What follows belongs to an exercise in optimizing a design on an open flow for small area and a short achievable clock period; a production flow would make more cautious choices. In this exercise RTL edits were held to simulation tests only and were not proved equivalent to the original. Power and IR drop assume default switching activity.

Setup of main:
==> module registerFile, before the edit <==
module registerFile (
	input logic CLK,
	input logic [4:0] rsAddr,
	input logic [4:0] rtAddr,
	output logic [31:0] rsData,
	output logic [31:0] rtData,
	output logic [31:0] r2Value,	 
	input logic wbEnable,
	input logic [4:0] wbAddr,
	input logic [31:0] wbData
);
	logic [32*32-1:0] rf;
	assign rf[31:0] = 32'd0;
	genvar i;
	generate
		for (i = 1; i < 32; i = i + 1) begin : g_reg
			always_ff @(posedge CLK) begin
				if (wbEnable && (wbAddr == i)) begin
					rf[i*32 +: 32] <= wbData;
				end
			end
		end
	endgenerate
	function automatic logic [31:0] rd(input logic [32*32-1:0] v, input logic [4:0] a);
		logic [16*32-1:0] l1;
		logic [8*32-1:0] l2;
		logic [4*32-1:0] l3;
		logic [2*32-1:0] l4;
		for (int k = 0; k < 16; k++) l1[k*32 +: 32] = a[0] ? v[(2*k+1)*32 +: 32] : v[(2*k)*32 +: 32];
		for (int k = 0; k < 8; k++) l2[k*32 +: 32] = a[1] ? l1[(2*k+1)*32 +: 32] : l1[(2*k)*32 +: 32];
		for (int k = 0; k < 4; k++) l3[k*32 +: 32] = a[2] ? l2[(2*k+1)*32 +: 32] : l2[(2*k)*32 +: 32];
		for (int k = 0; k < 2; k++) l4[k*32 +: 32] = a[3] ? l3[(2*k+1)*32 +: 32] : l3[(2*k)*32 +: 32];
		rd = a[4] ? l4[63:32] : l4[31:0];
	endfunction
	assign rsData = rd(rf, rsAddr);
	assign rtData = rd(rf, rtAddr);
	assign r2Value = rf[95:64];	 
endmodule
export LEC_CHECK = 0
export CAP_MARGIN = 20
export CORE_MARGIN = 2
export CORE_UTILIZATION = 45
export SETUP_SLACK_MARGIN = 0.3
export SLEW_MARGIN = 20
create_clock -name core_clock -period 8.0 [get_ports {CLK}]
standard.sh (not shown) runs the stock make flow with config.mk's settings and CLKGATE_MAP_FILE= SYNTH_SCRIPT=/design/flow/synth_recipe.tcl, a recipe that flattens the netlist after the stock synthesis.
==> flow/flow/run.sh <==
#!/bin/bash
# Standard layout with two changes to how it is built:
#  - ports are buffered with buf_1 cells (repair upsizes them where timing needs it)
#    instead of the delay-cell buffer buffer_ports picks by default
#  - clock tree without dummy loads, built from mid-size clock buffers
set -euo pipefail
CTS="-sink_clustering_enable -repair_clock_nets -dont_use_dummy_load"
CTS="$CTS -buf_list {sky130_fd_sc_hd__clkbuf_8 sky130_fd_sc_hd__clkbuf_16}"
bash standard.sh \
	"BUFFER_PORTS_ARGS=-buffer_cell sky130_fd_sc_hd__buf_1" \
	"CTS_ARGS=$CTS" \
	finish > standard.log 2>&1
For the feature branch, these inputs were changed with respect to main:
==> flow/design.v, changed modules only <==
module registerFile (
	input logic CLK,
	input logic [4:0] rsAddr,
	input logic [4:0] rtAddr,
	output logic [31:0] rsData,
	output logic [31:0] rtData,
	output logic [31:0] r2Value,	 
	input logic wbEnable,
	input logic [4:0] wbAddr,
	input logic [31:0] wbData
);
	logic [31:0] regs [1:31];	 
	always_ff @(posedge CLK) begin
		if (wbEnable && (wbAddr != 5'd0)) begin
			regs[wbAddr] <= wbData;
		end
	end
	assign rsData = (rsAddr == 5'd0) ? 32'd0 : regs[rsAddr];
	assign rtData = (rtAddr == 5'd0) ? 32'd0 : regs[rtAddr];
	assign r2Value = regs[2];	 
endmodule
Findings:
The feature branch and main all finish clean. In the feature branch, the total power came out about 1% above the value in main. For non-filler instance count after layout, main and the feature branch come out practically identical. Portion of total power attributed to combinational logic: the feature branch vs main — no meaningful difference. Diff main -> the feature branch | via count of the first global-routing pass | increase of 1.0%. Re pin slew with the least headroom to its limit: the feature branch is 83 ps down on main. Beginning of the critical path = instr[16]: main; beginning of the critical path = instr[17]: the feature branch. Across both runs, y dimension of the die was lower for the feature branch than for main. main ended up with nextPc[29] as its end of the critical path; the feature branch ended up with nextPc[23].


Another version of the RTL of decodeStage (not shown whole).
For scale: about 3400 cells after synthesis, about 1200 flip-flops, ~0.057 sq mm of cells after synthesis.
==> module registerFile, before the edit <==
module registerFile (
	input logic CLK,
	input logic [4:0] rsAddr,
	input logic [4:0] rtAddr,
	output logic [31:0] rsData,
	output logic [31:0] rtData,
	output logic [31:0] r2Value,	 
	input logic wbEnable,
	input logic [4:0] wbAddr,
	input logic [31:0] wbData
);
	logic [31:0] regs [0:31];
	always_ff @(posedge CLK) begin
		if (wbEnable && (wbAddr != 5'd0)) begin
			regs[wbAddr] <= wbData;
		end
	end
	assign rsData = (rsAddr == 5'd0) ? 32'd0 : regs[rsAddr];
	assign rtData = (rtAddr == 5'd0) ? 32'd0 : regs[rtAddr];
	assign r2Value = regs[2];	 
endmodule
Settings: LEC_CHECK=0, CAP_MARGIN=20, CORE_MARGIN=2, CORE_UTILIZATION=45, SETUP_SLACK_MARGIN=0.3, SLEW_MARGIN=20; clock period 8.0 ns.
run.sh (not shown) runs the stock make flow with config.mk's settings and CLKGATE_MAP_FILE= SYNTH_SCRIPT=/design/flow/synth_recipe.tcl, a recipe that flattens the netlist after the stock synthesis.
Stock flow here: none of the scripts above is used.
The starting point completed with no timing, DRC or antenna violations.
Rerun with:
--- a/flow/design.v
+++ b/flow/design.v
@@ -182,12 +182,27 @@
 	input logic [31:0] wbData
 );
-	logic [31:0] regs [0:31];
-	always_ff @(posedge CLK) begin
-		if (wbEnable && (wbAddr != 5'd0)) begin
-			regs[wbAddr] <= wbData;
+	logic [31:0] regs [1:31];
+	logic [31:1] rsSel;
+	logic [31:1] rtSel;
+	genvar i;
+	generate
+		for (i = 1; i < 32; i = i + 1) begin : g_reg
+			always_ff @(posedge CLK) begin
+				if (wbEnable && (wbAddr == i)) begin
+					regs[i] <= wbData;
+				end
+			end
+			assign rsSel[i] = (rsAddr == i);
+			assign rtSel[i] = (rtAddr == i);
+		end
+	endgenerate
+	always_comb begin
+		rsData = 32'd0;
+		rtData = 32'd0;
+		for (int k = 1; k < 32; k = k + 1) begin
+			rsData = rsData | (regs[k] & {32{rsSel[k]}});
+			rtData = rtData | (regs[k] & {32{rtSel[k]}});
 		end
 	end
-	assign rsData = (rsAddr == 5'd0) ? 32'd0 : regs[rsAddr];
-	assign rtData = (rtAddr == 5'd0) ? 32'd0 : regs[rtAddr];
 	assign r2Value = regs[2];	 
 endmodule
Result: The changed run finished clean; maximum frequency is lower slightly; area after synthesis went down by a little under a tenth; core utilization grows by 7.0 points; via count came out higher by well over a third; setup slack gets worse by 0.16 ns; global-route usage rose by 22 points; clock-buffer cell count fell by 26.

[static timing again, ports no longer ideal]
The flow's constraints put no driver on any port. The routed layouts listed below were extracted and timed again, unchanged, in two steps.
Step 1 assumes that a clkbuf_16 drives the clock port and a buf_2 every other input.
Step 2 moves the port delays by t, midway between the first and last clock arrival at a register: inputs arrive t later, outputs are due t later. That takes back most of the time a late clock gives input paths.
a / b / c = ideal / step 1 / step 2; a / b = the first two.
run	shift t [ns]	setup WS [ns]	pins driven straight from the clock port
main	0.769	0.344 / 0.278 / 0.278	1
the feature branch	0.765	0.323 / 0.297 / 0.297	1
the first run of note 2	0.829	0.299 / 0.123 / 0.123	1
the second run of note 2	0.821	0.143 / 0.057 / 0.057	1
After both steps setup and hold are still met in every run listed. For the first run of note 2, which loses most, drivers alone change the setup slack by -0.176 ns; drivers and shift together by -0.176 ns.
